Background: an optimization exercise with open tools, aiming at small area, a short achievable clock period and few clock cycles per item. Do not read the settings as production practice.
In this exercise RTL edits were held to simulation tests only and were not proved equivalent to the original.
No activity file was given, so power comes from the tool's default toggle rates.

==> design/flow/design.v <==
package skf_pkg;
  localparam int VAL_W     = 32;    
  localparam int GAIN_W    = 17;    
  localparam int FRAC_BITS = 16;
  localparam logic [VAL_W-1:0] Q_RESET = 32'd1310720;
  localparam logic [VAL_W-1:0] R_RESET = 32'd13107200;
endpackage
module skf_add #(
  parameter int N = 32
) (
  input  logic [N-1:0] a,
  input  logic [N-1:0] b,
  input  logic         ci,
  output logic [N-1:0] s
);
  localparam int L = (N <= 2) ? 1 : (N <= 4) ? 2 : (N <= 8) ? 3 : (N <= 16) ? 4 :
                     (N <= 32) ? 5 : (N <= 64) ? 6 : 7;    
  logic [N-1:0] p0, g0;
  assign p0 = a ^ b;
  assign g0 = a & b;
  logic [N-1:0] g [0:2*L];
  logic [N-1:0] p [0:2*L];
  assign g[0] = {g0[N-1:1], g0[0] | (p0[0] & ci)};
  assign p[0] = p0;
  for (genvar l = 0; l < L; l++) begin : up
    for (genvar i = 0; i < N; i++) begin : bit_
      if (((i + 1) % (1 << (l + 1))) == 0 && i >= (1 << l)) begin : pcell
        assign g[l+1][i] = g[l][i] | (p[l][i] & g[l][i - (1 << l)]);
        assign p[l+1][i] = p[l][i] & p[l][i - (1 << l)];
      end else begin : pskip
        assign g[l+1][i] = g[l][i];
        assign p[l+1][i] = p[l][i];
      end
    end
  end
  for (genvar k = 0; k < L; k++) begin : dn
    localparam int LV = L - 1 - k;
    for (genvar i = 0; i < N; i++) begin : bit_
      if (((i + 1) % (1 << (LV + 1))) == (1 << LV) && i >= (1 << LV)) begin : pcell
        assign g[L+k+1][i] = g[L+k][i] | (p[L+k][i] & g[L+k][i - (1 << LV)]);
        assign p[L+k+1][i] = p[L+k][i] & p[L+k][i - (1 << LV)];
      end else begin : pskip
        assign g[L+k+1][i] = g[L+k][i];
        assign p[L+k+1][i] = p[L+k][i];
      end
    end
  end
  assign s = p0 ^ {g[2*L][N-2:0], ci};
endmodule
import skf_pkg::*;
module scalar_kalman_filter_unit #(
  parameter int SAMPLE_BITS = 16
) (
  input  logic                   clk,
  input  logic                   rst_n,
  input  logic                   in_valid,
  output logic                   in_stall,
  input  logic [SAMPLE_BITS-1:0] in_sample,
  output logic                   out_valid,
  input  logic                   out_stall,
  output logic [VAL_W-1:0]       out_estimate,
  output logic [GAIN_W-1:0]      out_gain,
  input  logic                   cfg_we,
  input  logic [0:0]             cfg_index,
  input  logic [VAL_W-1:0]       cfg_wdata
);
  logic        st_idle_r, st_d1_r, st_dm_r, st_e_r, st_acc_r;
  logic [2:0]  cnt_r;
  logic        out_valid_r;
  logic [31:0] q_r, r_r;
  logic [16:0] quo_r;
  logic [1:0]  dig_r;    
  logic        q16_r;
  logic [48:0] v_r;      
  logic [48:0] t_r;
  logic [32:0] rem_r;
  logic [32:0] den_r;
  logic [32:0] i_r;
  logic [31:0] p_r;      
  logic        step, rz;
  logic [31:0] ppred;
  assign rz       = (r_r == '0);
  assign in_stall = !st_idle_r;
  assign step     = st_dm_r || (st_d1_r && !(out_valid_r && out_stall));
  assign ppred    = v_r[48] ? 32'hFFFF_FFFF : v_r[47:16];
  logic [35:0] r4, s1, s2, s3;
  logic [35:0] d1n, d2n, c3s, c3c;
  logic [1:0]  dig;
  logic [32:0] rem_n;
  assign r4  = {1'b0, rem_r, 2'b00};
  assign d1n = ~{3'b000, den_r};
  assign d2n = ~{2'b00, den_r, 1'b0};
  assign c3s = r4 ^ d1n ^ d2n;
  assign c3c = (r4 & d1n) | (r4 & d2n) | (d1n & d2n);
  skf_add #(.N(36)) u_s1 (.a(r4), .b(d1n), .ci(1'b1), .s(s1));
  skf_add #(.N(36)) u_s2 (.a(r4), .b(d2n), .ci(1'b1), .s(s2));
  skf_add #(.N(36)) u_s3 (.a(c3s), .b({c3c[34:0], 1'b1}), .ci(1'b1), .s(s3));
  always_comb begin
    if (rz)            dig = 2'd0;    
    else if (!s3[35])  dig = 2'd3;
    else if (!s2[35])  dig = 2'd2;
    else if (!s1[35])  dig = 2'd1;
    else               dig = 2'd0;
    unique case (dig)
      2'd3:    rem_n = s3[32:0];
      2'd2:    rem_n = s2[32:0];
      2'd1:    rem_n = s1[32:0];
      default: rem_n = r4[32:0];
    endcase
  end
  logic        ineg;
  logic [48:0] isx, ta, tb, tc, ts, tcy, t_n;
  assign ineg = i_r[32];
  assign isx  = {{16{i_r[32]}}, i_r};
  assign ta   = ({49{st_idle_r}} & {16'd0, ~t_r[48:16]})
              | ({49{st_d1_r}}   & {{16{t_r[48]}}, t_r[48:16]})
              | ({49{st_acc_r}}  & {t_r[46:0], ineg, ineg});
  assign tb   = (dig_r[1] ? {isx[47:0], 1'b0} : '0)
              | (st_idle_r ? {16'd0, in_sample[15], in_sample, 16'd0} : '0);
  assign tc   = (dig_r[0] || (st_d1_r && q16_r)) ? isx : '0;
  assign ts   = ta ^ tb ^ tc;
  assign tcy  = (ta & tb) | (ta & tc) | (tb & tc);
  skf_add #(.N(49)) u_t (.a(ts), .b({tcy[47:0], st_idle_r}), .ci(1'b0), .s(t_n));
  logic [48:0] va, vb, vc, vs, vcy, v_n;
  assign va = ({49{st_idle_r}} & {17'd0, r_r})
            | ({49{st_d1_r}}   & {17'd0, q_r})
            | ({49{st_acc_r}}  & {v_r[46:0], 2'b10});
  assign vb = ({49{st_idle_r}} & {17'd0, ppred})
            | ({49{st_d1_r}}   & {16'd0, rem_r})
            | ({49{st_acc_r}}  & ~(dig_r[1] ? {16'd0, p_r, 1'b0} : 49'd0));
  assign vc = {49{st_acc_r}} & ~(dig_r[0] ? {17'd0, p_r} : 49'd0);
  assign vs  = va ^ vb ^ vc;
  assign vcy = (va & vb) | (va & vc) | (vb & vc);
  skf_add #(.N(49)) u_v (.a(vs), .b({vcy[47:0], 1'b0}), .ci(1'b0), .s(v_n));
  always_ff @(posedge clk) begin
    if (!rst_n) begin
      st_idle_r   <= 1'b1;
      st_d1_r     <= 1'b0;
      st_dm_r     <= 1'b0;
      st_e_r      <= 1'b0;
      st_acc_r    <= 1'b0;
      cnt_r       <= '0;
      out_valid_r <= 1'b0;
      q_r         <= Q_RESET;
      r_r         <= R_RESET;
      t_r         <= '0;
      v_r         <= {1'b0, Q_RESET, 16'd0};
      dig_r       <= '0;
    end else begin
      dig_r <= step ? dig : 2'd0;
      if (out_valid_r && !out_stall) out_valid_r <= 1'b0;
      if (st_idle_r && in_valid) begin
        st_idle_r <= 1'b0;
        st_d1_r   <= 1'b1;
      end
      if (st_d1_r && step) begin
        st_d1_r  <= 1'b0;
        st_dm_r  <= 1'b1;
        st_acc_r <= 1'b1;
        cnt_r    <= '0;
      end
      if (st_dm_r) begin
        cnt_r <= cnt_r + 3'd1;
        if (cnt_r == 3'd6) begin
          st_dm_r <= 1'b0;
          st_e_r  <= 1'b1;
        end
      end
      if (st_e_r) begin
        st_e_r      <= 1'b0;
        st_acc_r    <= 1'b0;
        st_idle_r   <= 1'b1;
        out_valid_r <= 1'b1;
      end
      if (st_d1_r && step) begin
        t_r <= t_n;
        v_r <= v_n;
      end else if (st_acc_r) begin
        t_r <= t_n;
        v_r <= v_n;
      end
      if (cfg_we) begin
        if (cfg_index == 1'b0) begin
          q_r <= cfg_wdata;
          v_r <= {1'b0, cfg_wdata, 16'd0};
        end else begin
          r_r <= cfg_wdata;
          v_r <= {1'b0, q_r, 16'd0};
        end
        t_r <= '0;
      end
    end
  end
  always_ff @(posedge clk) begin
    if (st_idle_r) begin
      den_r <= v_n[32:0];
      p_r   <= ppred;
      rem_r <= rz ? '0 : {1'b0, ppred};
      q16_r <= rz && (ppred != '0);
      i_r   <= t_n[32:0];
    end else if (step) begin
      rem_r <= rem_n;
    end
    if (step) begin
      quo_r[15:0] <= {quo_r[13:0], dig};
      if (st_d1_r) quo_r[16] <= q16_r;
    end
  end
  assign out_valid    = out_valid_r;
  assign out_estimate = t_r[47:16];
  assign out_gain     = quo_r;
endmodule
==> design/flow/run.sh <==
#!/bin/bash
# synth_recipe.tcl (not shown) runs the flow's synth.tcl, then flattens the netlist and writes it again
# the make line also repeats each setting of config.mk as NAME=value (left out here)
make -C /OpenROAD-flow-scripts/flow DESIGN_CONFIG=/design/flow/config.mk WORK_HOME=/design/flow/orfs CLKGATE_MAP_FILE= SYNTH_SCRIPT=/design/flow/synth_recipe.tcl finish
==> design/flow/config.mk <==
export PLATFORM = sky130hd
export DESIGN_NAME = scalar_kalman_filter_unit
export DESIGN_NICKNAME = scalar_kalman_filter_unit
export VERILOG_FILES = /design/flow/design.v
export SDC_FILE = /design/flow/constraint.sdc
export NUM_CORES = 4
export LEC_CHECK = 0
export CAP_MARGIN = 20
export CORE_MARGIN = 2
export CORE_UTILIZATION = 40
export SETUP_SLACK_MARGIN = 3
export SLEW_MARGIN = 20
==> design/flow/constraint.sdc <==
create_clock -name core_clock -period 8.0 [get_ports {clk}]
set_input_delay 1.6000 -clock core_clock [delete_from_list [all_inputs] [get_ports {clk}]]
set_output_delay 1.6000 -clock core_clock [all_outputs]
set_load 0.01 [all_outputs]
==> impl_results.md, run 1 <==
- Syn Nets: 3272
- Pre-CTS setup slack: 2380 ps
- Routed wire length per instance: 23.1 um
- Yosys cell types: 81
- Switching pwr: 5950 uW
- Unrepaired setup endpoints after global routing: true
- Via/cell ratio: 5.84
- Clk latency of the worst-skew pair: 610 ps
- DP Wirelength: 60600 um
- Crit end category: flop
- Critical Path Most Common Cell: buf_4
- Mapped Area: 26300 sq um
- Number of cell rows: 93
- Hold Buf Count CTS: 0
- PD cells: 420 nW/um^2
- First-pass detailed-route iteration total: 9
- Yosys reg bits: 322
- First-pass GRT wire length: 130000 um
- Slowest stage delay, CP: 560 ps
- Post-route clock period utilization: 61.1%
- FF-to-FF path depth: 22
- Worst EP arrival: 5370 ps
- Fin crit period: 4890 ps
- Clk slew on worst S/H paths: 60 ps
- Yosys warns: 7
- Final number of max-transition violations: 0
- Area delta synth->final: 14.1%
- Reg-to-reg endpoint: v_r[45]$_SDFFE_PN0P_
- Placed inst area: 27900 sq um
- R2R setup slack: 3110 ps
- Area contributors post-synth: edfxtp_1 17%, fa_1 15%, dfxtp_1 13%, ha_1 9.0%, nand2_1 7.1%
- Crit Path Category: reg2reg
- Setup TNS: 0 ps
- Seq pwr share: 20.9%
- Ports: 105
- Adder-cell share of the synthesized area: 23.8%
- Placed Cells: 3639
- Die width: 260 um
- Logic pwr share: 63.8%
- Hold Crit Depth: 0
- Post-layout util: 46.3%
- Port bufs: 104
- Critical path, cell by cell: buf_4 > a222oi_1 > fa_1 > inv_1 > ha_1 > and4_1 > a21oi_1 > o21ai_1 > a31oi_2 > buf_4 > o41ai_4 > buf_4 > nand4_1 > a21o_1 > o211a_1 > nor2b_1 > ha_2 > nor2_1 > xor2_1 > nand2_1 > o21ai_0 > o211a_1
- Final layout net count: 3306
- Layout cells sized above 1: 10.0%
- Initial drt markers: 2461
- Total GRT Usage: 25.0%
- Slowest-stage cell, CP: a222oi_1
- Synth top cells by count: 496 x nand2_1, 279 x inv_1, 194 x fa_1, 190 x a21oi_1, 189 x ha_1
- Average size of a mapped cell: 9.27 sq um
- Core Area: 64700 sq um
- PnR worst setup slack: 3110 ps
- Pin count of the biggest net entering global routing: 107
- Sequential area share after synthesis: 30.2%
- VDD IR-drop max: 218 uV
- Max cap viols: 0
- FF-to-FF Start: st_idle_r$_SDFFE_PP1P_
- Initial core utilization: 40.6%
- CTS tree: built
- Hold_sp: quo_r[6]$_DFFE_PN_
- Synth top area share: 17.0%
- Simple-Gate Fraction of Synth Area: 14.2%
- Kind of start point of the critical path: flop
- Yosys top cell by area: edfxtp_1
- DRC: 0
- Worst-path maximum fanout: 9
- HP Class: reg2reg
- Final wirelength: 86700 um
- Initial antenna violation count: 0
- Top FF cell, synth: dfxtp_1
- Asr flop ratio synth: 0%
- P_int: 6650 uW
- CTS H-Tree Depth: 2
- Clock skew: 86.4 ps
- Grt total ovfl: 0
- Non-Filler Instances: 3756
- Clock sinks: 322
- Post-synth EDFFs: 149
- TritonCTS buffer count: 40
- Status: no timing/DRC/antenna violations
- Final setup viols: 0
- Xor/xnor share of the synthesized area: 3.30%
- Fill cells: 6131
- Max clock buf depth: 3
- Vias in the first global route: 21800
- Most common cell in the netlist: nand2_1
- Vert. Die Dim: 260 um
- GP Congestion: 0.918
- Routed Antenna Nets: 0
- Critical Path Start: st_idle_r$_SDFFE_PP1P_
- Post-synthesis mux area share: 1.67%
- Slew headroom: 31.8%
- Root Buffer: clkbuf_16
- Ant diodes: 0
- Largest family of logic cells by synthesized area: adder cells
- Die ar.: 67800 sq um
- CP Depth: 22
- Final Instance Area: 30000 sq um
- Cells after Synth: 2835
- Crit path max-delay family: compound AO/OA/AOI/OAI gates
- Leak Pwr: 0.0126 uW
- Critical Path End: v_r[45]$_SDFFE_PN0P_
- WP buf/inv: 4
- Vias: 21900
- CP Data Required Time: 8480 ps
- Clock share of power: 15.2%
- Max frequency: 0.204 GHz
- Slew @ Worst Pin: 1020 ps
- Post-synthesis compound-gate area fraction: 19.6%
- Sw frac: 47.2%
- Final hold viol count: 0
[power by group through the flow]
stage          combinational (uW)  sequential, uW  clock, uW
3_3_place_gp                 7510            2670          0
2_1_floorplan                5700            2470          0
5_1_grt                      8900            2670       2000
4_1_cts                      7800            2630       1940
3_5_place_dp                 7680            2670          0
6_report                     8040            2640       1920
[layout by cell type, fill, tap and decap left out, types with 14 or more instances in the layout]
master	synthesis	layout
a211oi_1	47	45
a21boi_0	64	63
a21o_1	53	53
a21oi_1	190	182
a221oi_1	18	18
a221oi_2	15	15
a222oi_1	60	60
a32oi_1	14	14
and2_1	45	44
and3_1	17	17
buf_4	32	49
clkbuf_16	0	45
clkdlybuf4s50_1	0	101
dfxtp_1	173	167
edfxtp_1	149	149
fa_1	194	192
ha_1	189	183
inv_1	279	277
mux2_2	15	15
mux2i_1	27	27
nand2_1	496	493
nand3_1	19	19
nand4_1	21	21
nor2_1	93	91
nor2b_1	35	34
nor4_1	15	15
o211ai_1	27	27
o21ai_0	58	52
o21bai_1	20	20
or2_2	36	29
xnor2_1	78	78
xor2_1	21	21
[cell families (layout without fill, tap and decap cells)]
kind of cell | after synthesis | after routing
adders and majority gates | 383 | 383
DFF | 322 | 322
and+or+nand+nor | 830 | 832
buffers and inverters | 464 | 528
xor gates and xnor gates | 99 | 99
muxes | 42 | 42
AOI/OAI and AO/OA | 695 | 695
[registers in the layout, summed over array words and instances (netlist names), 2 cells and up]
name,cells
cnt_r,3
den_r,33
dig_r,2
i_r,33
p_r,32
q_r,32
quo_r,17
r_r,32
rem_r,33
t_r,49
v_r,49
[layer usage]
| metal | up-vias | routed length [um] | track usage [%] |
|---|---|---|---|
| met4 | 0 | 3010 | 8.87 |
| met2 | 977 | 38500 | 38.3 |
| met5 | - | 0 | 0 |
| li1 | 9966 | - | - |
| met3 | 152 | 7540 | 4.15 |
| met1 | 10800 | 37600 | 35.5 |
[worst register-to-register path: stages (launching register included)]
cell and delay [ps]:
dfxtp_4 440, buf_4 220, a222oi_1 570, fa_1 540, inv_1 70, ha_1 150
and4_1 240, a21oi_1 90, o21ai_1 100, a31oi_2 60, buf_4 170, o41ai_4 310
buf_4 200, nand4_1 170, a21o_1 270, o211a_1 270, nor2b_1 150, ha_2 200
nor2_1 50, xor2_1 150, nand2_1 70, o21ai_0 80, o211a_1 210
[what timing repair did]
item | CTS | global route
endpoints found under the setup margin | 85 | 53
setup buffers | 6 | 31
pin swaps | 3 | 39
cloned | 1 | 5
gates resized for setup | 16 | 45
[stage by stage]
step	hold WS (ps)	power, uW
after floorplan	427	8160
after global placement	432	10200
after detailed placement	441	10400
after CTS	455	12400
after global routing	466	13600
final	451	12600
[worst min path at each step]
| stage | to | slack [ps] |
|---|---|---|
| after floorplan | quo_r[16]$_DFFE_PP_ | 430 |
| after global placement | quo_r[8]$_DFFE_PN_ | 430 |
| after detailed placement | quo_r[6]$_DFFE_PN_ | 440 |
| after CTS | t_r[0]$_SDFFE_PP0P_ | 460 |
| after global routing | v_r[13]$_SDFFE_PN0P_ | 470 |
| final | quo_r[8]$_DFFE_PN_ | 450 |
[cell type report]
cell class | instances | area (sq um) | area share [%]
timing repair buffer | 173 | 1790 | 5.97
tap | 855 | 1070 | 3.57
clock buffer | 53 | 1120 | 3.74
inverter | 281 | 1070 | 3.56
multi-input combinational | 2051 | 16700 | 55.8
clock inverter | 21 | 245 | 0.818
sequential | 322 | 7960 | 26.5
Testbench counts, summed over its fixed seeds: cycles 20,488, items 2,048.
==> run 2, diff against run 1 <==
--- a/design/flow/design.v
+++ b/design/flow/design.v
@@ -76,7 +76,6 @@
   logic [32:0] rem_r;
   logic [32:0] den_r;
   logic [32:0] i_r;
-  logic [31:0] p_r;      
   logic        step, rz;
   logic [31:0] ppred;
   assign rz       = (r_r == '0);
@@ -120,18 +119,19 @@
   assign tc   = (dig_r[0] || (st_d1_r && q16_r)) ? isx : '0;
   assign ts   = ta ^ tb ^ tc;
   assign tcy  = (ta & tb) | (ta & tc) | (tb & tc);
-  skf_add #(.N(49)) u_t (.a(ts), .b({tcy[47:0], st_idle_r}), .ci(1'b0), .s(t_n));
-  logic [48:0] va, vb, vc, vs, vcy, v_n;
-  assign va = ({49{st_idle_r}} & {17'd0, r_r})
-            | ({49{st_d1_r}}   & {17'd0, q_r})
-            | ({49{st_acc_r}}  & {v_r[46:0], 2'b10});
-  assign vb = ({49{st_idle_r}} & {17'd0, ppred})
-            | ({49{st_d1_r}}   & {16'd0, rem_r})
-            | ({49{st_acc_r}}  & ~(dig_r[1] ? {16'd0, p_r, 1'b0} : 49'd0));
-  assign vc = {49{st_acc_r}} & ~(dig_r[0] ? {17'd0, p_r} : 49'd0);
-  assign vs  = va ^ vb ^ vc;
-  assign vcy = (va & vb) | (va & vc) | (vb & vc);
-  skf_add #(.N(49)) u_v (.a(vs), .b({vcy[47:0], 1'b0}), .ci(1'b0), .s(v_n));
+  assign t_n  = ts + {tcy[47:0], st_idle_r};
+  logic [48:0] wa, wb, wc, wd, w1s, w1c, w2s, w2c, w_n;
+  assign wa = ({49{st_idle_r}} & {17'd0, r_r})
+            | ({49{st_acc_r}}  & {v_r[46:0], 2'b00});
+  assign wd = ({49{st_e_r}}    & {16'd0, rem_r})
+            | ({49{st_idle_r}} & {17'd0, ppred});
+  assign wb  = dig_r[1] ? {16'd0, r_r, 1'b0} : '0;
+  assign wc  = dig_r[0] ? {17'd0, r_r} : '0;
+  assign w1s = wa ^ wb ^ wc;
+  assign w1c = {((wa & wb) | (wa & wc) | (wb & wc)), 1'b0};
+  assign w2s = w1s ^ w1c ^ wd;
+  assign w2c = (w1s & w1c) | (w1s & wd) | (w1c & wd);
+  assign w_n = w2s + {w2c[47:0], 1'b0};
   always_ff @(posedge clk) begin
     if (!rst_n) begin
       st_idle_r   <= 1'b1;
@@ -174,10 +174,10 @@
       end
       if (st_d1_r && step) begin
         t_r <= t_n;
-        v_r <= v_n;
+        v_r <= {17'd0, q_r};
       end else if (st_acc_r) begin
         t_r <= t_n;
-        v_r <= v_n;
+        v_r <= w_n;
       end
       if (cfg_we) begin
         if (cfg_index == 1'b0) begin
@@ -193,8 +193,7 @@
   end
   always_ff @(posedge clk) begin
     if (st_idle_r) begin
-      den_r <= v_n[32:0];
-      p_r   <= ppred;
+      den_r <= w_n[32:0];
       rem_r <= rz ? '0 : {1'b0, ppred};
       q16_r <= rz && (ppred != '0);
       i_r   <= t_n[32:0];
==> run 2 against run 1 <==
  * Fmax increased by 1.8%
  * Synthesized cell count is 8.0% higher
  * Critical path type unchanged
  * Synthesized area about the same
  * Clock power shrank 14%
  * Flip-flop and latch count shrank 32
  * Worst setup slack gained 87 ps
  * Largest cell class unchanged
  * Final cell count grew 5.1%
==> impl_results.md, run 2 <==
- Layout cells sized above 1: 5.91% (-4.1 points)
- Clk slew on worst S/H paths: 70 ps (about the same)
- Pin count of the biggest net entering global routing: 72 (-33%)
- Cells after Synth: 3062 (+8.0%)
- CTS tree: built
- Area delta synth->final: 11.7%
- HP Class: reg2reg
- Most frequent cells in the layout: 476 x nand2_1, 279 x inv_1, 231 x a21oi_1
- Top FF cell, synth: dfxtp_1
- Crit end category: flop
- Synth top area share: 14.2% (-2.8 points)
- Routed Antenna Nets: 0 (unchanged)
- Yosys warns: 4 (-3)
- Clk latency of the worst-skew pair: 580 ps (-30 ps)
- Leak Pwr: 0.0126 uW (+0.12%)
- Status: no timing/DRC/antenna violations
- Vias in the first global route: 22200 (+1.6%)
- Max frequency: 0.208 GHz (+1.8%)
- Root Buffer: clkbuf_16
- DRC: 0 (unchanged)
- Final wirelength: 84100 um (-3.0%)
- Synth top cells by count: 479 x nand2_1, 280 x inv_1, 232 x a21oi_1, 188 x ha_1, 187 x fa_1
- Average size of a mapped cell: 8.58 sq um (-7.4%)
- Crit Path Category: reg2reg
- Ports: 105 (unchanged)
- Max cap viols: 0 (unchanged)
- First-pass GRT wire length: 130000 um (-0.66%)
- Port bufs: 104 (unchanged)
- Mapped Area: 26300 sq um (about the same)
- Fin crit period: 4800 ps (-86.5 ps)
- GP Congestion: 0.941 (+2.5%)
- Initial drt markers: 2007 (-18%)
- Yosys cell types: 75 (-7.4%)
- Post-synth EDFFs: 117 (-21%)
- Post-route clock period utilization: 60.1% (-1.1 points)
- Most common cell in the netlist: nand2_1
- Setup TNS: 0 ps (unchanged)
- CP Data Required Time: 8430 ps (-50 ps)
- Number of cell rows: 93 (unchanged)
- Die ar.: 67800 sq um (about the same)
- Yosys reg bits: 290 (-9.9%)
- Core Area: 64700 sq um (unchanged)
- Final layout net count: 3497 (+5.8%)
- Syn Nets: 3491 (+6.7%)
- Commonest non-fill, non-tap cell in the layout: nand2_1
- DP Wirelength: 64000 um (+5.7%)
- Final number of max-transition violations: 0 (unchanged)
- Vias: 22700 (+3.4%)
- First-pass detailed-route iteration total: 6 (-3)
- CTS H-Tree Depth: 2 (unchanged)
- Worst EP arrival: 5230 ps (-140 ps)
- Slew @ Worst Pin: 1030 ps (+5.39 ps)
- TritonCTS buffer count: 35 (-13%)
- Kind of start point of the critical path: flop
- VDD IR-drop max: 196 uV (-10%)
- Post-layout util: 45.4% (-0.98 points)
- Clock skew: 44.9 ps (-41.4 ps)
- Worst-path maximum fanout: 40 (+31)
- Sequential area share after synthesis: 26.6% (-3.7 points)
- Clock sinks: 290 (-9.9%)
- Grt total ovfl: 0 (unchanged)
- Final setup viols: 0 (unchanged)
- Slew headroom: 30.6% (-1.2 points)
- Final hold viol count: 0 (unchanged)
- Vert. Die Dim: 260 um (about the same)
- Total GRT Usage: 24.4% (-0.56 points)
- Max clock buf depth: 3 (unchanged)
- Ant diodes: 0 (unchanged)
- Pre-CTS setup slack: 2160 ps (-223 ps)
- Unrepaired setup endpoints after global routing: false
- PD cells: 358 nW/um^2 (-15%)
- Via/cell ratio: 5.75 (-1.6%)
- Initial antenna violation count: 0 (unchanged)
- Yosys top cell by area: fa_1
- Routed wire length per instance: 21.3 um (-7.7%)
- PnR worst setup slack: 3200 ps (+86.5 ps)
- Initial core utilization: 40.6% (about the same)
- Die width: 260 um (about the same)
- Asr flop ratio synth: 0% (unchanged)
- Area contributors post-synth: fa_1 14%, edfxtp_1 13%, dfxtp_1 13%, ha_1 9.0%, nand2_1 6.8%
- Largest regs: t_r x49, v_r x49
[run 2: area by class of cell]
class                           count  area (sq um)
Inverter                          282          1070
Tap cell                          855          1070
Clock inverter                     20           228
Sequential cell                   290          6990
Fill cell                        6342         35300
Timing Repair Buffer              148          1500
Multi-Input combinational cell   2311         17500
Clock buffer                       43           957
[run 2: final timing paths]
path / depth (start not counted) / end / slack (ps) / start
worst min-delay path: 0 / quo_r[5]$_DFFE_PN_ / 440 / quo_r[3]$_DFFE_PN_
worst max-delay path: 16 / v_r[36]$_SDFFE_PN1P_ / 3200 / st_acc_r$_SDFFE_PP0P_
worst min register to register: 0 / quo_r[5]$_DFFE_PN_ / 440 / quo_r[3]$_DFFE_PN_
worst max register to register: 16 / v_r[36]$_SDFFE_PN1P_ / 3200 / st_acc_r$_SDFFE_PP0P_
[run 2: per-stage QoR]
stage                     hold WS [ps]  total power, uW  instance area, sq um  std cells
after floorplan                    427             6900                 26300       3062
after global placement             428             8490                 27800       3869
after detailed placement           431             8700                 27800       3870
after CTS                          445            10400                 29100       3940
after global routing               460            11400                 29300       3949
final                              442            10500                 29300       3949
[run 2: timing repair]
action                                  4_1_cts  5_1_grt
gates resized for setup                      17       25
pin swaps                                     3        4
endpoints found under the setup margin      105       71
hold buffers                                  0        0
buffers inserted                              6        8
cloned                                        1        1
[run 2: worst max-delay path: stages (launching register included)]
cell and delay, ps:
dfxtp_4 390, buf_12 190, a22oi_1 250, fa_1 480
fa_1 490, inv_1 40, ha_1 350, a21o_1 180
a21oi_1 270, a31oi_2 190, a41o_1 340, a31oi_1 370
o21ai_0 310, a31oi_2 440, nor2b_1 120, xnor2_1 150
o211ai_1 90
[run 2: kinds of logic after synthesis]
kind of cell,share of synthesized area [%]
AOI/OAI and AO/OA,20.8
xor gates and xnor gates,4.43
adders and majority gates,23.2
buffers and inverters,7.23
DFF,26.6
muxes,2.16
and+or+nand+nor,15.6
[run 2: power breakdown]
part	switching (uW)	total (uW)	internal, uW
Clock	703	1660	962
Sequential	388	2360	1970
Combinational	3820	6480	2660
[run 2: routing by layer]
| layer | share of wire (%) | vias up | global-route usage [%] |
|---|---|---|---|
| li1 | - | 10700 | - |
| met1 | 48 | 11100 | 36.8 |
| met2 | 44 | 777 | 37.7 |
| met3 | 6.6 | 102 | 2.71 |
| met4 | 1.7 | 0 | 4.76 |
| met5 | 0 | - | 0 |
Testbench counts of run 2, summed over its fixed seeds: cycles 20,488, items 2,048.
==> run 3, diff against run 2 <==
--- a/design/flow/config.mk
+++ b/design/flow/config.mk
@@ -8,5 +8,5 @@
 export CAP_MARGIN = 20
 export CORE_MARGIN = 2
 export CORE_UTILIZATION = 40
-export SETUP_SLACK_MARGIN = 3
+export SETUP_SLACK_MARGIN = 3.25
 export SLEW_MARGIN = 20
==> run 3 against run 2 <==
  * Wire length grew 2.2%
  * Critical path depth decreased by 1
  * Sequential power about the same
  * Critical endpoint is now t_r[47]$_SDFFE_PP0P_
  * Clock power barely moved
  * First-iteration DRC count increased by 9.4%
  * Global-route usage increased by 0.29 points
  * Synthesized area is the same
  * Non-clock buffer count increased by 18
  * Clock skew down 27 ps
==> impl_results.md, run 3 <==
- Final layout net count: 3516 (+0.54%)
- Vias: 23000 (+1.3%)
- Max cap viols: 0 (unchanged)
- Yosys warns: 4 (unchanged)
- Crit end category: flop
- Number of cell rows: 93 (unchanged)
- Switching pwr: 4950 uW (+0.83%)
- Layout cells sized above 1: 7.16% (+1.2 points)
- Setup TNS: 0 ps (unchanged)
- DP Wirelength: 63600 um (-0.57%)
- Commonest non-fill, non-tap cell in the layout: nand2_1
- Yosys top cell by area: fa_1
- Final number of max-transition violations: 0 (unchanged)
- Leak Pwr: 0.0127 uW (+1.1%)
- Via/cell ratio: 5.79 (+0.79%)
- CTS tree: built
- PD cells: 357 nW/um^2 (-0.31%)
- Final setup viols: 0 (unchanged)
- P_int: 5660 uW (+1.2%)
- Syn Nets: 3491 (unchanged)
- Clock skew: 17.6 ps (-27.3 ps)
- Synth top cells by count: 479 x nand2_1, 280 x inv_1, 232 x a21oi_1, 188 x ha_1, 187 x fa_1
- Post-route clock period utilization: 58.5% (-1.6 points)
- Yosys cell types: 75 (unchanged)
- First-pass detailed-route iteration total: 7 (+1)
- Worst hold margin: 448 ps (+5.69 ps)
- Clock sinks: 290 (unchanged)
- Core Area: 64700 sq um (unchanged)
- Ant diodes: 0 (unchanged)
- Pin count of the biggest net entering global routing: 66 (-8.3%)
- Logic pwr share: 62.4% (+0.7 points)
- Fin crit period: 4680 ps (-126 ps)
- Initial drt markers: 2196 (+9.4%)
- Port bufs: 104 (unchanged)
- Synth top area share: 14.2% (unchanged)
- Yosys reg bits: 290 (unchanged)
- Sequential area share after synthesis: 26.6% (unchanged)
- Crit Path Category: in2reg
- TritonCTS buffer count: 36 (+2.9%)
- Final wirelength: 86000 um (+2.2%)
- Met1 usage: 36.8% (about the same)
- Ports: 105 (unchanged)
- Slew @ Worst Pin: 1300 ps (+267 ps)
- Grt peak-use layer: met2
- CP Data Required Time: 8440 ps (about the same)
- Area contributors post-synth: fa_1 14%, edfxtp_1 13%, dfxtp_1 13%, ha_1 9.0%, nand2_1 6.8%
- Initial antenna violation count: 0 (unchanged)
- Initial core utilization: 40.6% (unchanged)
- CTS H-Tree Depth: 2 (unchanged)
- Placed Cells: 3867 (-0.078%)
- Clock share of power: 15.4% (-0.5 points)
- Vias in the first global route: 22200 (+0.22%)
- Power Total: 10600 uW (+1.0%)
- Met3 Use GR: 3.29% (+0.58 points)
- Die ar.: 67800 sq um (unchanged)
- Asr flop ratio synth: 0% (unchanged)
- Post-synth EDFFs: 117 (unchanged)
- Most frequent cells in the layout: 476 x nand2_1, 275 x inv_1, 227 x a21oi_1
- Clk slew on worst S/H paths: 60 ps (about the same)
- Worst-path maximum fanout: 6 (-85%)
- Top FF cell, synth: dfxtp_1
- Largest regs: t_r x49, v_r x49
- Fill cells: 6350 (+0.13%)
- Root Buffer: clkbuf_16
- Most common cell in the netlist: nand2_1
- Worst EP arrival: 5120 ps (-110 ps)
- Met2 Track Usage GR: 37.6% (-0.081 points)
- GP Congestion: 0.951 (+1.0%)
- Status: no timing/DRC/antenna violations
- Clk latency of the worst-skew pair: 560 ps (-20 ps)
- Kind of start point of the critical path: primary input
- Post-layout util: 46.0% (+0.61 points)
- Routed wire length per instance: 21.7 um (+1.7%)
- VDD IR-drop max: 174 uV (-11%)
- Final hold viol count: 0 (unchanged)
- Sw frac: 46.7% (-0.096 points)
- Routed Antenna Nets: 0 (unchanged)
- Total GRT Usage: 24.7% (+0.29 points)
- Average size of a mapped cell: 8.58 sq um (unchanged)
- Cells after Synth: 3062 (unchanged)
- Max frequency: 0.214 GHz (+2.7%)
- First-pass GRT wire length: 131000 um (+0.73%)
- Non-Filler Instances: 3970 (+0.53%)
- Die width: 260 um (unchanged)
- Vert. Die Dim: 260 um (unchanged)
- Max clock buf depth: 3 (unchanged)
- Grt total ovfl: 0 (unchanged)
- Unrepaired setup endpoints after global routing: false
- Slew headroom: 12.5% (-18 points)
- Seq pwr share: 22.1% (-0.4 points)
- HP Class: reg2reg
- Area delta synth->final: 13.2%
- DRC: 0 (unchanged)
- Mapped Area: 26300 sq um (unchanged)
## run 3: cell counts after synthesis
Identical to the previous run, type by type.
## run 3: final cells by class
| class | instances | area, sq um | share of cell area (%) |
|---|---|---|---|
| clock inverters | 11 | 101 | 0.341 |
| clock buffers | 55 | 1060 | 3.58 |
| inverters | 282 | 1060 | 3.58 |
| multi-input cells | 2311 | 17700 | 59.4 |
| flip-flops and latches | 290 | 6990 | 23.5 |
| well taps | 855 | 1070 | 3.60 |
| repair buffers | 166 | 1780 | 5.99 |
## run 3: worst max-delay path, cell delays in order
cell and delay, ps:
clkdlybuf4s50_1 470, a22oi_1 90, fa_1 520, inv_1 50, ha_1 370, a21oi_1 240, o21ai_1 160, a221oi_2 300
nor4_1 100, a21o_1 220, o2bb2ai_1 170, or3_1 370, a41oi_2 220, xor2_1 160, o21ai_0 90
## run 3: stage by stage
| step | setup slack (ps) | cell area, sq um |
|---|---|---|
| floorplan | 3260 | 26400 |
| global placement | 2540 | 27800 |
| detailed placement | 2420 | 27800 |
| CTS | 3260 | 29300 |
| global route | 3170 | 29700 |
| finish | 3320 | 29700 |
## run 3: what timing repair did
item / in CTS / in global routing
gates resized for setup: 20 / 53
setup buffers: 14 / 14
setup endpoints to repair: 121 / 95
pin swaps: 5 / 19
hold buffers: 0 / 0
cloned: 3 / 6
## run 3: power groups by stage
stage	Sequential [uW]	Clock, uW	Combinational [uW]
after floorplan	2200	0	4700
after global placement	2360	0	6130
after detailed placement	2370	0	6280
after CTS	2330	1660	6440
after global routing	2390	1720	7340
final	2350	1640	6630
## run 3: per-layer routing
layer / share of wire [%] / wire, um
met2: 44 / 37700
met4: 2.4 / 2070
met3: 7.7 / 6620
met1: 46 / 39600
met5: 0 / 0
## run 3: final timing paths
kind / from / endpoint / cells past startpoint / slack, ps
worst max-delay path: in_sample[0] / t_r[47]$_SDFFE_PP0P_ / 15 / 3320
worst min-delay path: quo_r[2]$_DFFE_PN_ / quo_r[4]$_DFFE_PN_ / 0 / 450
worst max register to register: st_idle_r$_SDFFE_PP1P_ / v_r[30]$_SDFFE_PN0P_ / 18 / 3410
worst min register to register: quo_r[2]$_DFFE_PN_ / quo_r[4]$_DFFE_PN_ / 0 / 450
## run 3: logic make-up after synthesis
kind of cell    count (synthesis)  share of synthesized area [%]
mux                            55                           2.16
flops                         290                           26.6
simple gates                  923                           15.6
fa+ha+maj                     375                           23.2
xor+xnor                      133                           4.43
compound gates                824                           20.8
buf+inv                       462                           7.23
==> run 4, diff against run 3 <==
--- a/design/flow/config.mk
+++ b/design/flow/config.mk
@@ -8,5 +8,5 @@
 export CAP_MARGIN = 20
 export CORE_MARGIN = 2
 export CORE_UTILIZATION = 40
-export SETUP_SLACK_MARGIN = 3.25
+export SETUP_SLACK_MARGIN = 3.5
 export SLEW_MARGIN = 20
==> run 4 against run 3 <==
  * Sequential power about the same
  * Worst hold slack improved by 1.3 ps
  * Final cell count increased by 0.81%
  * Largest cell class unchanged
==> impl_results.md, run 4 <==
- Status: no timing/DRC/antenna violations
- Met3 Use GR: 3.11% (-0.18 points)
- Final layout net count: 3551 (+1.0%)
- Syn Nets: 3491 (unchanged)
- Commonest non-fill, non-tap cell in the layout: nand2_1
- Via/cell ratio: 5.80 (+0.18%)
- Clk slew on worst S/H paths: 60 ps (about the same)
- Unrepaired setup endpoints after global routing: true
- Grt peak-use layer: met2
- Core Area: 64700 sq um (unchanged)
- CP Data Required Time: 8260 ps (-180 ps)
- Final setup viols: 0 (unchanged)
- Ports: 105 (unchanged)
- Die width: 260 um (unchanged)
- Mapped Area: 26300 sq um (unchanged)
- Die ar.: 67800 sq um (unchanged)
- Worst EP arrival: 4710 ps (-410 ps)
- CTS H-Tree Depth: 2 (unchanged)
- Initial antenna violation count: 2 (+2)
- Final number of max-transition violations: 0 (unchanged)
- Average size of a mapped cell: 8.58 sq um (unchanged)
- Max clock buf depth: 3 (unchanged)
- Simple-Gate Fraction of Synth Area: 15.6% (unchanged)
- PD cells: 359 nW/um^2 (+0.64%)
- Grt total ovfl: 0 (unchanged)
- GP Congestion: 0.933 (-1.8%)
- CTS tree: built
- Leak Pwr: 0.0130 uW (+2.5%)
- Hold Crit Depth: 0 (unchanged)
- Vias: 23200 (+0.99%)
- Post-synth EDFFs: 117 (unchanged)
- Most common cell in the netlist: nand2_1
- Clock skew: 31.5 ps (+13.9 ps)
- Met1 usage: 36.4% (-0.38 points)
- PnR worst setup slack: 3550 ps (+229 ps)
- Reg-to-reg endpoint: den_r[25]$_DFFE_PP_
- Initial core utilization: 40.6% (unchanged)
- Root Buffer: clkbuf_16
- Area contributors post-synth: fa_1 14%, edfxtp_1 13%, dfxtp_1 13%, ha_1 9.0%, nand2_1 6.8%
- Synth top cells by count: 479 x nand2_1, 280 x inv_1, 232 x a21oi_1, 188 x ha_1, 187 x fa_1
- Synth top area share: 14.2% (unchanged)
- Max frequency: 0.225 GHz (+5.1%)
- Hold_sp: quo_r[3]$_DFFE_PN_
- Yosys top cell by area: fa_1
- Vias in the first global route: 22500 (+1.2%)
- Xor/xnor share of the synthesized area: 4.43% (unchanged)
- FF-to-FF path depth: 16 (-2)
- Area delta synth->final: 17.3%
- Ant diodes: 0 (unchanged)
- VDD IR-drop max: 204 uV (+17%)
- Setup TNS: 0 ps (unchanged)
- Top FF cell, synth: dfxtp_1
- Layout cells sized above 1: 11.5% (+4.4 points)
- Final hold viol count: 0 (unchanged)
- Slew @ Worst Pin: 1000 ps (-294 ps)
- Worst hold endpoint: quo_r[5]$_DFFE_PN_
- Pin count of the biggest net entering global routing: 105 (+59%)
- Largest family of logic cells by synthesized area: adder cells
- Post-synthesis mux area share: 2.16% (unchanged)
- Largest regs: t_r x49, v_r x49
- R2R setup slack: 3550 ps (+140 ps)
- Crit end category: flop
- Vert. Die Dim: 260 um (unchanged)
- Max cap viols: 0 (unchanged)
- Fin crit period: 4450 ps (-229 ps)
- Yosys cell types: 75 (unchanged)
- Cells after Synth: 3062 (unchanged)
- Adder-cell share of the synthesized area: 23.2% (unchanged)
- DP Wirelength: 63200 um (-0.66%)
- Total GRT Usage: 24.4% (-0.27 points)
- Yosys reg bits: 290 (unchanged)
- Sequential area share after synthesis: 26.6% (unchanged)
- Initial drt markers: 2174 (-1.0%)
- Clock sinks: 290 (unchanged)
- Post-synthesis compound-gate area fraction: 20.8% (unchanged)
- Number of cell rows: 93 (unchanged)
- HP Class: reg2reg
- Kind of start point of the critical path: flop
- Clk latency of the worst-skew pair: 560 ps (about the same)
- Routed Antenna Nets: 0 (unchanged)
- Slew headroom: 32.9% (+20 points)
- Yosys warns: 4 (unchanged)
- Final wirelength: 84700 um (-1.4%)
- DRC: 0 (unchanged)
- Port bufs: 104 (unchanged)
- Most frequent cells in the layout: 472 x nand2_1, 267 x inv_1, 212 x a21oi_1
- TritonCTS buffer count: 35 (-2.8%)
- Pre-CTS setup slack: 1960 ps (-454 ps)
- Routed wire length per instance: 21.2 um (-2.2%)
- Asr flop ratio synth: 0% (unchanged)
- First-pass detailed-route iteration total: 6 (-1)
- Met2 Track Usage GR: 37.5% (-0.14 points)
- Post-route clock period utilization: 55.6% (-2.9 points)
- First-pass GRT wire length: 130000 um (about the same)
- Fill cells: 6135 (-3.4%)
- Crit Path Category: reg2reg
- Worst-path maximum fanout: 7 (+1)
- FF-to-FF Start: st_idle_r$_SDFFE_PP1P_
[run 4: cell counts after synthesis]
No cell type changed its count.
[run 4: worst max path at each step]
stage / from / to / cells after the start
CTS: in_sample[7] / t_r[42]$_SDFFE_PP0P_ / 15
detailed placement: out_stall / t_r[48]$_SDFFE_PP0P_ / 11
finish: st_idle_r$_SDFFE_PP1P_ / den_r[25]$_DFFE_PP_ / 16
global route: in_sample[7] / t_r[42]$_SDFFE_PP0P_ / 15
floorplan: st_idle_r$_SDFFE_PP1P_ / v_r[35]$_SDFFE_PN0P_ / 20
global placement: out_stall / t_r[48]$_SDFFE_PP0P_ / 11
[run 4: worst max-delay path, stage by stage (launching register included)]
cell      delay (ps)
dfxtp_4          480
buf_12           160
nand2_2           60
fa_1             480
fa_1             490
inv_1             40
ha_2             190
fa_2             370
a211oi_4         260
nor3_2            90
o21ai_2          280
a31oi_4          180
o21ai_1          170
nand2b_1         190
a311oi_4         400
o21ai_2          110
xor2_2           190
[run 4: layout make-up]
cell class	instances	area, sq um	share of cell area (%)
multi-input cells	2311	18400	59.8
flip-flops and latches	290	7000	22.7
repair buffers	201	2030	6.58
inverters	282	1080	3.50
well taps	855	1070	3.47
clock buffers	50	1030	3.35
clock inverters	12	185	0.601
repair inverters	1	5.00	0.0162
[run 4: what timing repair did]
item | in CTS | in global routing
setup endpoints to repair | 140 | 110
pin swaps | 21 | 68
setup buffers | 22 | 45
resized for setup | 66 | 141
hold buffers | 0 | 0
gates cloned | 2 | 4
[run 4: report_power, final]
part / internal, uW / total [uW] / switching, uW
Combinational: 3000 / 7040 / 4040
Clock: 1010 / 1680 / 669
Sequential: 1970 / 2350 / 380
[run 4: routing by layer]
layer | vias up | wire length, um | share of wire [%]
li1 | 10800 | - | -
met1 | 11400 | 38500 | 45
met2 | 930 | 37400 | 44
met3 | 123 | 6710 | 7.9
met4 | 4 | 2080 | 2.5
met5 | - | 66 | 0.078
[run 4: kinds of logic after synthesis]
| family | after synthesis |
|---|---|
| adders and majority gates | 375 |
| AOI/OAI and AO/OA | 824 |
| buffers and inverters | 462 |
| and+or+nand+nor | 923 |
| DFF | 290 |
| muxes | 55 |
| xor gates and xnor gates | 133 |
[run 4: per-stage QoR]
step / instances / power (uW) / hold slack (ps) / instance area [sq um] / util [%]
after floorplan: 3062 / 6940 / 427 / 26500 / -
after global placement: 3866 / 8500 / 430 / 27900 / 43.2
after detailed placement: 3866 / 8690 / 436 / 27900 / 43.2
after CTS: 3952 / 10600 / 450 / 29700 / 45.8
after global routing: 4002 / 12000 / 465 / 30800 / 47.6
final: 4002 / 11100 / 449 / 30800 / 47.6
==> run 5, diff against run 4 <==
--- a/design/flow/config.mk
+++ b/design/flow/config.mk
@@ -8,5 +8,5 @@
 export CAP_MARGIN = 20
 export CORE_MARGIN = 2
 export CORE_UTILIZATION = 40
-export SETUP_SLACK_MARGIN = 3.5
+export SETUP_SLACK_MARGIN = 3.75
 export SLEW_MARGIN = 20
==> run 5 against run 4 <==
  * Still clean
  * Global-route usage grew 1.4 points
  * Synthesized area is the same
  * Clock power shrank 2%
  * Count of clock-buffer cells in the layout shrank 3
  * Synthesized cell count is the same
  * First-iteration DRC count grew 9.1%
  * Die area is the same
  * Via count grew 2.8%
  * Critical path depth grew 2
  * Final cell count grew 2.6%
  * Flip-flop and latch count is the same
==> impl_results.md, run 5 <==
- Synth top cells by count: 479 x nand2_1, 280 x inv_1, 232 x a21oi_1, 188 x ha_1, 187 x fa_1
- Hold Crit Depth: 0 (unchanged)
- Clock share of power: 13.5% (-1.6 points)
- Initial core utilization: 40.6% (unchanged)
- Slew @ Worst Pin: 1020 ps (+15.8 ps)
- Initial antenna violation count: 0 (-2)
- Post-layout util: 50.9% (+3.3 points)
- DRC: 0 (unchanged)
- CTS H-Tree Depth: 2 (unchanged)
- Clock skew: 24.4 ps (-7.09 ps)
- Clk latency of the worst-skew pair: 570 ps (about the same)
- Routed Antenna Nets: 0 (unchanged)
- P_int: 6540 uW (+9.4%)
- Area contributors post-synth: fa_1 14%, edfxtp_1 13%, dfxtp_1 13%, ha_1 9.0%, nand2_1 6.8%
- Yosys cell types: 75 (unchanged)
- Pin count of the biggest net entering global routing: 63 (-40%)
- Worst hold endpoint: quo_r[6]$_DFFE_PN_
- Mapped Area: 26300 sq um (unchanged)
- FF-to-FF Start: st_idle_r$_SDFFE_PP1P_
- Largest regs: t_r x49, v_r x49
- Slowest stage delay, CP: 500 ps (about the same)
- TritonCTS buffer count: 34 (-2.9%)
- Max cap viols: 0 (unchanged)
- Max frequency: 0.227 GHz (+0.90%)
- Asr flop ratio synth: 0% (unchanged)
- Clock sinks: 290 (unchanged)
- Area delta synth->final: 25.4%
- Cells after Synth: 3062 (unchanged)
- Most frequent cells in the layout: 471 x nand2_1, 246 x inv_1, 201 x a21oi_1
- Critical path, cell by cell: buf_6 > buf_12 > a22o_1 > fa_1 > inv_1 > fa_1 > inv_2 > ha_4 > and4_4 > a221oi_4 > o21ai_2 > a21oi_2 > a31o_2 > o31a_1 > o211ai_4 > nand4_1 > xor2_1 > a31oi_1
- Yosys reg bits: 290 (unchanged)
- Met2 Track Usage GR: 39.5% (+2.0 points)
- CP Data Required Time: 8500 ps (+240 ps)
- Grt peak-use layer: met2
- Placed Cells: 3868 (+0.052%)
- Vert. Die Dim: 260 um (unchanged)
- Clk slew on worst S/H paths: 60 ps (about the same)
- Average size of a mapped cell: 8.58 sq um (unchanged)
- Switching pwr: 5580 uW (+9.7%)
- FF-to-FF path depth: 18 (+2)
- Total GRT Usage: 25.8% (+1.4 points)
- Die ar.: 67800 sq um (unchanged)
- Final number of max-transition violations: 0 (unchanged)
- Final hold viol count: 0 (unchanged)
- Slew headroom: 31.9% (-1.1 points)
- Final layout net count: 3653 (+2.9%)
- Crit end category: flop
- Sw frac: 46.1% (+0.077 points)
- Via/cell ratio: 5.81 (+0.22%)
- Slowest-stage cell, CP: fa_1
- GP Congestion: 0.954 (+2.2%)
- Fin crit period: 4410 ps (-39.7 ps)
- Grt total ovfl: 0 (unchanged)
- Vias in the first global route: 23300 (+3.6%)
- Yosys top cell by area: fa_1
- Met1 usage: 37.4% (+1.0 points)
- First-pass detailed-route iteration total: 6 (unchanged)
- CTS tree: built
- Crit path max-delay family: compound AO/OA/AOI/OAI gates
- Vias: 23900 (+2.8%)
- Core Area: 64700 sq um (unchanged)
- Ports: 105 (unchanged)
- Final wirelength: 91400 um (+7.9%)
- Reg-to-reg endpoint: v_r[37]$_SDFFE_PN0P_
- Port bufs: 104 (unchanged)
- Hold_sp: quo_r[4]$_DFFE_PN_
- HP Class: reg2reg
- Syn Nets: 3491 (unchanged)
- VDD IR-drop max: 233 uV (+15%)
- Final setup viols: 0 (unchanged)
- Top FF cell, synth: dfxtp_1
- Setup TNS: 0 ps (unchanged)
- Leak Pwr: 0.0137 uW (+5.5%)
- R2R setup slack: 3590 ps (+40 ps)
- Worst EP arrival: 4910 ps (+200 ps)
- Unrepaired setup endpoints after global routing: true
- Synth top area share: 14.2% (unchanged)
- Sequential area share after synthesis: 26.6% (unchanged)
- Most common cell in the netlist: nand2_1
- Initial drt markers: 2372 (+9.1%)
- Ant diodes: 0 (unchanged)
- Routed wire length per instance: 22.3 um (+5.2%)
- Post-synth EDFFs: 117 (unchanged)
- First-pass GRT wire length: 137000 um (+5.0%)
- DP Wirelength: 64000 um (+1.3%)
- Die width: 260 um (unchanged)
- CP Depth: 18 (+2)
- Logic pwr share: 67.0% (+3.4 points)
- Yosys warns: 4 (unchanged)
- Number of cell rows: 93 (unchanged)
- Crit Path Category: reg2reg
- Kind of start point of the critical path: flop
- Max clock buf depth: 3 (unchanged)
- Worst-path maximum fanout: 7 (unchanged)
- Power Total: 12100 uW (+9.5%)
- Root Buffer: clkbuf_16
- Post-route clock period utilization: 55.1% (-0.50 points)
- Status: no timing/DRC/antenna violations
- PD cells: 368 nW/um^2 (+2.5%)
- Non-Filler Instances: 4105 (+2.6%)
- Layout cells sized above 1: 19.0% (+7.4 points)
- Critical Path Most Common Cell: fa_1
- Commonest non-fill, non-tap cell in the layout: nand2_1
- Met3 Use GR: 3.64% (+0.53 points)
- WP buf/inv: 4 (+2)
- Seq pwr share: 19.4% (-1.8 points)
run 5: cell counts after synthesis:
Identical to the previous run, type by type.
run 5: how the worst max path moves through the flow:
stage / startpoint / endpoint / slack (ps)
2_1_floorplan: st_idle_r$_SDFFE_PP1P_ / v_r[35]$_SDFFE_PN0P_ / 3400
3_3_place_gp: out_stall / t_r[46]$_SDFFE_PP0P_ / 2370
3_5_place_dp: out_stall / t_r[46]$_SDFFE_PP0P_ / 2210
4_1_cts: dig_r[0]$_SDFF_PN0_ / den_r[25]$_DFFE_PP_ / 3660
5_1_grt: st_idle_r$_SDFFE_PP1P_ / v_r[25]$_SDFFE_PN0P_ / 3450
6_report: st_idle_r$_SDFFE_PP1P_ / v_r[37]$_SDFFE_PN0P_ / 3590
run 5: kinds of logic (layout without fill, tap and decap cells):
group                    Yosys count  in the layout  share of synthesized area [%]
AND/OR/NAND/NOR                  923            925                           15.6
multiplexers                      55             55                           2.16
AO/OA/AOI/OAI                    824            825                           20.8
flip-flops                       290            290                           26.6
XOR/XNOR                         133            133                           4.43
buffers and inverters            462            647                           7.23
adder cells (fa/ha/maj)          375            375                           23.2
run 5: timing repair:
action,CTS,global route
gates cloned,5,12
gates resized for setup,192,272
pin swaps,99,176
setup buffers,86,72
endpoints found under the setup margin,171,108
hold buffers,0,0
run 5: stage by stage:
step	hold WS [ps]	area, sq um	setup WS, ps
floorplan	427	26700	3400
global placement	431	28100	2370
detailed placement	437	28100	2210
CTS	451	31000	3660
global route	459	32900	3450
finish	448	32900	3590
run 5: area by class of cell:
cell class                 instances  area, sq um
fill                            6040        31800
multi-input combinational       2313        19500
sequential                       290         6990
timing repair buffer             299         3070
inverter                         282         1100
tap                              855         1070
clock buffer                      47          992
clock inverter                    15          181
timing repair inverter             4         33.8
run 5: power groups by stage:
| stage | clock network (uW) | registers (uW) | logic, uW |
|---|---|---|---|
| 2_1_floorplan | 0 | 2200 | 4800 |
| 3_5_place_dp | 0 | 2390 | 6410 |
| 5_1_grt | 1720 | 2380 | 8900 |
| 3_3_place_gp | 0 | 2380 | 6220 |
| 4_1_cts | 1660 | 2330 | 7060 |
| 6_report | 1640 | 2350 | 8120 |
run 5: routing by layer:
layer  vias to the layer above  share of wire [%]
li1                      11000                  -
met1                     11700                 45
met2                       961                 44
met3                       194                7.2
met4                         0                3.9
met5                         -                  0
==> run 6, diff against run 5 <==
--- a/design/flow/config.mk
+++ b/design/flow/config.mk
@@ -8,5 +8,5 @@
 export CAP_MARGIN = 20
 export CORE_MARGIN = 2
 export CORE_UTILIZATION = 40
-export SETUP_SLACK_MARGIN = 3.75
+export SETUP_SLACK_MARGIN = 4
 export SLEW_MARGIN = 20
==> run 6 against run 5 <==
  * Core utilization up 2.6 points
  * First-iteration DRC count down 2.0%
  * Sequential power about the same
  * Non-clock buffer count up 80
  * Sequential share of layout area down 1.0 points
  * Clock skew down 12 ps
  * Largest power group unchanged
  * Combinational power up 11%
  * Flip-flop and latch count unchanged
  * Final cell count up 2.1%
  * Wire length up 3.7%
==> impl_results.md, run 6 <==
- Cells after Synth: 3062 (unchanged)
- First-pass GRT wire length: 138000 um (+0.94%)
- Clk slew on worst S/H paths: 60 ps (about the same)
- GP Congestion: 0.982 (+3.0%)
- Grt total ovfl: 0 (unchanged)
- P_int: 7030 uW (+7.6%)
- Ant diodes: 0 (unchanged)
- Root Buffer: clkbuf_16
- Initial drt markers: 2324 (-2.0%)
- Multi-input logic area: 20400 sq um (+4.7%)
- Max frequency: 0.227 GHz (about the same)
- Routed Antenna Nets: 0 (unchanged)
- Clk latency of the worst-skew pair: 570 ps (about the same)
- Seq pwr share: 18.1% (-1.3 points)
- Placed Cells: 3868 (unchanged)
- Hold_sp: quo_r[8]$_DFFE_PN_
- Crit path max-delay family: compound AO/OA/AOI/OAI gates
- Logic pwr share: 69.5% (+2.5 points)
- Initial core utilization: 40.6% (unchanged)
- TritonCTS buffer count: 36 (+5.9%)
- Yosys warns: 4 (unchanged)
- Worst hold margin: 447 ps (-0.935 ps)
- Die ar.: 67800 sq um (unchanged)
- Average size of a mapped cell: 8.58 sq um (unchanged)
- Sequential area share after synthesis: 26.6% (unchanged)
- Leak Pwr: 0.0144 uW (+5.0%)
- Ports: 105 (unchanged)
- Pin count of the biggest net entering global routing: 81 (+29%)
- Via/cell ratio: 5.87 (+0.87%)
- Status: no timing/DRC/antenna violations
- Non-Filler Instances: 4190 (+2.1%)
- VDD IR-drop max: 177 uV (-24%)
- PD cells: 376 nW/um^2 (+2.1%)
- Core Area: 64700 sq um (unchanged)
- Reg-to-reg endpoint: v_r[37]$_SDFFE_PN0P_
- Sw frac: 45.9% (-0.16 points)
- Syn Nets: 3491 (unchanged)
- WP buf/inv: 4 (unchanged)
- Yosys cell types: 75 (unchanged)
- Post-route clock period utilization: 55.1% (about the same)
- CTS H-Tree Depth: 2 (unchanged)
- FF-to-FF Start: dig_r[0]$_SDFF_PN0_
- Yosys reg bits: 290 (unchanged)
- Initial antenna violation count: 0 (unchanged)
- Synth top cells by count: 479 x nand2_1, 280 x inv_1, 232 x a21oi_1, 188 x ha_1, 187 x fa_1
- Worst-path maximum fanout: 7 (unchanged)
- Number of cell rows: 93 (unchanged)
- Hold Crit Depth: 0 (unchanged)
- Final number of max-transition violations: 0 (unchanged)
- Unrepaired setup endpoints after global routing: true
- Vias: 24600 (+3.0%)
- Largest regs: t_r x49, v_r x49
- Slowest stage delay, CP: 600 ps (+100 ps)
- Area delta synth->final: 31.7%
- Most common cell in the netlist: nand2_1
- CP Data Required Time: 8500 ps (about the same)
- Setup TNS: 0 ps (unchanged)
- CTS tree: built
- Max cap viols: 0 (unchanged)
- Crit Path Category: reg2reg
- Final hold viol count: 0 (unchanged)
- Final layout net count: 3737 (+2.3%)
- Kind of start point of the critical path: flop
- DP Wirelength: 64100 um (+0.16%)
- Clock sinks: 290 (unchanged)
- Fill cells: 5751 (-4.8%)
- Clock skew: 12.3 ps (-12.2 ps)
- Asr flop ratio synth: 0% (unchanged)
- Final setup viols: 0 (unchanged)
- Vert. Die Dim: 260 um (unchanged)
- Worst EP arrival: 4910 ps (about the same)
- Area contributors post-synth: fa_1 14%, edfxtp_1 13%, dfxtp_1 13%, ha_1 9.0%, nand2_1 6.8%
- HP Class: reg2reg
- Layout cells sized above 1: 25.0% (+6.1 points)
- First-pass detailed-route iteration total: 7 (+1)
- Mapped Area: 26300 sq um (unchanged)
- Total GRT Usage: 26.1% (+0.22 points)
- DRC: 0 (unchanged)
- Slew @ Worst Pin: 1060 ps (+39.2 ps)
- Worst hold endpoint: quo_r[10]$_DFFE_PN_
- Most frequent cells in the layout: 461 x nand2_1, 220 x inv_1, 194 x buf_4
- Top FF cell, synth: dfxtp_1
- Post-synth EDFFs: 117 (unchanged)
- Yosys top cell by area: fa_1
- CP Depth: 18 (unchanged)
- Crit end category: flop
- Commonest non-fill, non-tap cell in the layout: nand2_1
- Routed wire length per instance: 22.6 um (+1.6%)
- Max clock buf depth: 3 (unchanged)
- Hold Buf Count CTS: 0 (unchanged)
- R2R setup slack: 3590 ps (about the same)
- Slew headroom: 29.2% (-2.6 points)
- Slowest-stage cell, CP: fa_1
- Critical path, cell by cell: clkbuf_16 > and2_1 > fa_1 > inv_2 > fa_1 > inv_2 > ha_4 > and4_4 > a221oi_2 > o21ai_2 > a21oi_2 > a31o_2 > o31a_1 > buf_6 > o211ai_4 > nand4_1 > xor2_1 > a31oi_1
- Final wirelength: 94800 um (+3.7%)
- Die width: 260 um (unchanged)
- Clock share of power: 12.4% (-1.1 points)
- Fin crit period: 4410 ps (+1.26 ps)
- Port bufs: 104 (unchanged)
- Vias in the first global route: 23500 (+0.82%)
- FF-to-FF path depth: 18 (unchanged)
- Synth top area share: 14.2% (unchanged)
- Switching pwr: 5970 uW (+6.9%)
- Reg area: 6990 sq um (unchanged)
-- run 6: cells by family (layout without fill, tap and decap cells) --
| family | count (synthesis) | count (layout) | share of synthesized area, % |
|---|---|---|---|
| mux | 55 | 55 | 2.16 |
| xor+xnor | 133 | 133 | 4.43 |
| flops | 290 | 290 | 26.6 |
| simple gates | 923 | 926 | 15.6 |
| buf+inv | 462 | 730 | 7.23 |
| fa+ha+maj | 375 | 375 | 23.2 |
| compound gates | 824 | 826 | 20.8 |
-- run 6: power groups by stage --
stage          clock network, uW  registers [uW]  logic [uW]
3_5_place_dp                   0            2370        6500
5_1_grt                     1690            2390        9750
3_3_place_gp                   0            2370        6280
2_1_floorplan                  0            2200        4870
4_1_cts                     1630            2330        7670
6_report                    1610            2360        9030
-- run 6: worst max path at each step --
| stage | from | endpoint |
|---|---|---|
| after floorplan | st_idle_r$_SDFFE_PP1P_ | v_r[35]$_SDFFE_PN0P_ |
| after global placement | out_stall | t_r[46]$_SDFFE_PP0P_ |
| after detailed placement | out_stall | t_r[46]$_SDFFE_PP0P_ |
| after CTS | st_acc_r$_SDFFE_PP0P_ | v_r[37]$_SDFFE_PN0P_ |
| after global routing | st_idle_r$_SDFFE_PP1P_ | v_r[36]$_SDFFE_PN1P_ |
| final | dig_r[0]$_SDFF_PN0_ | v_r[37]$_SDFFE_PN0P_ |
-- run 6: layout make-up --
class	instances	share of cell area, %
repair inverters	4	0.127
multi-input cells	2315	59.0
flip-flops and latches	290	20.2
inverters	282	3.25
well taps	855	3.09
repair buffers	379	11.1
clock inverters	16	0.499
clock buffers	49	2.77
-- run 6: per-layer routing --
metal	vias to the layer above	wire length [um]	track usage (%)
met3	235	7410	3.11
met2	1126	42100	41.0
met5	-	0	0
met1	12000	41400	37.6
li1	11200	-	-
met4	0	3940	7.60
-- run 6: what timing repair did --
| action | in CTS | in global routing |
|---|---|---|
| pin swaps | 142 | 238 |
| setup buffers | 112 | 126 |
| cloned | 6 | 13 |
| gates resized for setup | 290 | 363 |
| setup endpoints to repair | 172 | 122 |
-- run 6: per-stage QoR --
step           area, sq um  setup slack, ps  total power, uW  util (%)
2_1_floorplan        26800             3400             7070         -
3_3_place_gp         28200             2390             8650      43.6
3_5_place_dp         28200             2260             8870      43.6
4_1_cts              31700             3630            11600      49.0
5_1_grt              34600             3490            13800      53.5
6_report             34600             3590            13000      53.5
==> run 7, diff against run 6 <==
--- a/design/flow/config.mk
+++ b/design/flow/config.mk
@@ -5,8 +5,8 @@
 export SDC_FILE = /design/flow/constraint.sdc
 export NUM_CORES = 4
 export LEC_CHECK = 0
-export CAP_MARGIN = 20
+export CAP_MARGIN = 0
 export CORE_MARGIN = 2
 export CORE_UTILIZATION = 40
-export SETUP_SLACK_MARGIN = 4
-export SLEW_MARGIN = 20
+export SETUP_SLACK_MARGIN = 3.25
+export SLEW_MARGIN = 0
==> run 7 against run 6 <==
  * Fmax shrank 5.7%
  * First-iteration DRC count down 4.9%
  * Die area is the same
  * Flip-flop and latch count unchanged
  * Clock skew is 2.7 ps higher
  * Power is 18% lower
  * Final area is 14% lower
  * Count of clock-buffer cells in the layout grew 6
  * Via count fell by 6.2%
  * Core utilization down 7.5 points
  * Critical endpoint is now v_r[30]$_SDFFE_PN0P_
==> impl_results.md, run 7 <==
- Status: no timing/DRC/antenna violations
- Slew @ Worst Pin: 1200 ps (+147 ps)
- Clock skew: 15.0 ps (+2.71 ps)
- Crit end category: flop
- Clk slew on worst S/H paths: 60 ps (about the same)
- Worst-path maximum fanout: 38 (+31)
- Syn Nets: 3491 (unchanged)
- Routed Antenna Nets: 0 (unchanged)
- FF-to-FF Start: st_idle_r$_SDFFE_PP1P_
- Critical Path Start: st_idle_r$_SDFFE_PP1P_
- PD cells: 357 nW/um^2 (-5.0%)
- Hold Buf Count CTS: 0 (unchanged)
- Yosys warns: 4 (unchanged)
- Root Buffer: clkbuf_16
- Setup TNS: 0 ps (unchanged)
- Crit Path Category: reg2reg
- Kind of start point of the critical path: flop
- CP Data Required Time: 8470 ps (-30 ps)
- R2R setup slack: 3320 ps (-270 ps)
- Final layout net count: 3516 (-5.9%)
- Routed wire length per instance: 21.7 um (-4.2%)
- Initial antenna violation count: 0 (unchanged)
- Most common cell in the netlist: nand2_1
- Largest regs: t_r x49, v_r x49
- Switching pwr: 4960 uW (-17%)
- Clk latency of the worst-skew pair: 560 ps (about the same)
- Max clock buf depth: 3 (unchanged)
- Max cap viols: 0 (unchanged)
- Seq pwr share: 22.1% (+4.0 points)
- CTS H-Tree Depth: 2 (unchanged)
- Sequential area share after synthesis: 26.6% (unchanged)
- Area contributors post-synth: fa_1 14%, edfxtp_1 13%, dfxtp_1 13%, ha_1 9.0%, nand2_1 6.8%
- Most frequent cells in the layout: 477 x nand2_1, 275 x inv_1, 227 x a21oi_1
- First-pass GRT wire length: 131000 um (-5.6%)
- Final number of max-transition violations: 0 (unchanged)
- Yosys top cell by area: fa_1
- P_int: 5660 uW (-20%)
- Initial drt markers: 2209 (-4.9%)
- HP Class: reg2reg
- Ports: 105 (unchanged)
- Top FF cell, synth: dfxtp_1
- CTS tree: built
- DRC: 0 (unchanged)
- Vias: 23000 (-6.2%)
- Total GRT Usage: 24.7% (-1.4 points)
- Die ar.: 67800 sq um (unchanged)
- Synth top cells by count: 479 x nand2_1, 280 x inv_1, 232 x a21oi_1, 188 x ha_1, 187 x fa_1
- Reg-to-reg endpoint: v_r[30]$_SDFFE_PN0P_
- Yosys cell types: 75 (unchanged)
- Max frequency: 0.214 GHz (-5.7%)
- Post-synth EDFFs: 117 (unchanged)
- Commonest non-fill, non-tap cell in the layout: nand2_1
- Post-route clock period utilization: 58.5% (+3.3 points)
- VDD IR-drop max: 175 uV (-0.91%)
- Core Area: 64700 sq um (unchanged)
- Worst hold endpoint: quo_r[4]$_DFFE_PN_
- Unrepaired setup endpoints after global routing: false
- Final hold viol count: 0 (unchanged)
- Average size of a mapped cell: 8.58 sq um (unchanged)
- Fin crit period: 4680 ps (+268 ps)
- Placed inst area: 27800 sq um (-1.4%)
- Area delta synth->final: 13.2%
- Ant diodes: 0 (unchanged)
- Clock share of power: 15.4% (+3.0 points)
- Via/cell ratio: 5.81 (-1.0%)
- Initial core utilization: 40.6% (unchanged)
- TritonCTS buffer count: 36 (unchanged)
- Cells after Synth: 3062 (unchanged)
- Asr flop ratio synth: 0% (unchanged)
- Yosys reg bits: 290 (unchanged)
- Mapped Area: 26300 sq um (unchanged)
==> run 7: cell counts after synthesis <==
Identical to the previous run, type by type.
==> run 7: stage by stage <==
| stage | util, % | std cells | setup slack [ps] |
|---|---|---|---|
| final | 46.0 | 3970 | 3320 |
| after global routing | 46.0 | 3970 | 3160 |
| after CTS | 45.3 | 3950 | 3260 |
| after detailed placement | 43.0 | 3867 | 2420 |
| after global placement | 43.0 | 3867 | 2540 |
| after floorplan | - | 3062 | 3260 |
==> run 7: worst max-delay path by stage <==
stage | endpoint | slack [ps]
2_1_floorplan | v_r[25]$_SDFFE_PN0P_ | 3260
3_3_place_gp | v_r[17]$_SDFFE_PN0P_ | 2540
3_5_place_dp | t_r[33]$_SDFFE_PP0P_ | 2420
4_1_cts | t_r[47]$_SDFFE_PP0P_ | 3260
5_1_grt | t_r[47]$_SDFFE_PP0P_ | 3160
6_report | v_r[30]$_SDFFE_PN0P_ | 3320
==> run 7: repair_timing <==
action,CTS,global route
gates resized for setup,20,52
pin swaps,5,18
buffers inserted,14,14
endpoints found under the setup margin,121,95
cloned,3,6
==> run 7: power groups by stage <==
| stage | clock (uW) | sequential [uW] | combinational [uW] |
|---|---|---|---|
| 4_1_cts | 1660 | 2330 | 6440 |
| 5_1_grt | 1720 | 2380 | 7340 |
| 3_3_place_gp | 0 | 2360 | 6130 |
| 6_report | 1640 | 2350 | 6630 |
| 2_1_floorplan | 0 | 2200 | 4700 |
| 3_5_place_dp | 0 | 2370 | 6280 |
==> run 7: layout make-up <==
class,instances,area [sq um],share of cell area (%)
tap,855,1070,3.60
clock buffer,55,1060,3.58
inverter,282,1060,3.58
multi-input combinational,2311,17700,59.4
sequential,290,6990,23.5
clock inverter,11,101,0.341
timing repair buffer,166,1780,5.99
==> run 7: cell families after synthesis <==
kind of cell	synth area share (%)
and+or+nand+nor	15.6
AOI/OAI and AO/OA	20.8
buffers and inverters	7.23
adders and majority gates	23.2
DFF	26.6
xor gates and xnor gates	4.43
muxes	2.16
==> run 7: metal layers <==
| layer | GRT usage, % | vias to the layer above | share of wire [%] |
|---|---|---|---|
| li1 | - | 10700 | - |
| met4 | 6.22 | 0 | 2.5 |
| met5 | 0 | - | 0 |
| met1 | 36.8 | 11300 | 46 |
| met2 | 37.6 | 952 | 44 |
| met3 | 3.29 | 131 | 7.8 |
==> run 7: critical path, cell delays in order, from the launching register on <==
cell	delay [ps]
dfxtp_4	490
inv_4	150
buf_8	230
nor2_1	280
a21oi_1	140
fa_1	560
inv_1	40
ha_1	350
a21o_1	150
a21oi_2	80
a31oi_2	240
a41o_1	340
a31oi_1	180
or2_2	380
o31ai_1	250
xor2_1	330
nor3_1	100
o32ai_1	280

Setup slack of run 7, layout unchanged: 3.321 ns with ideal ports, 3.321 ns with driving cells assumed (clock clkbuf_16, inputs buf_2), 2.745 ns with port delays also shifted by the 0.611 ns mid clock arrival.
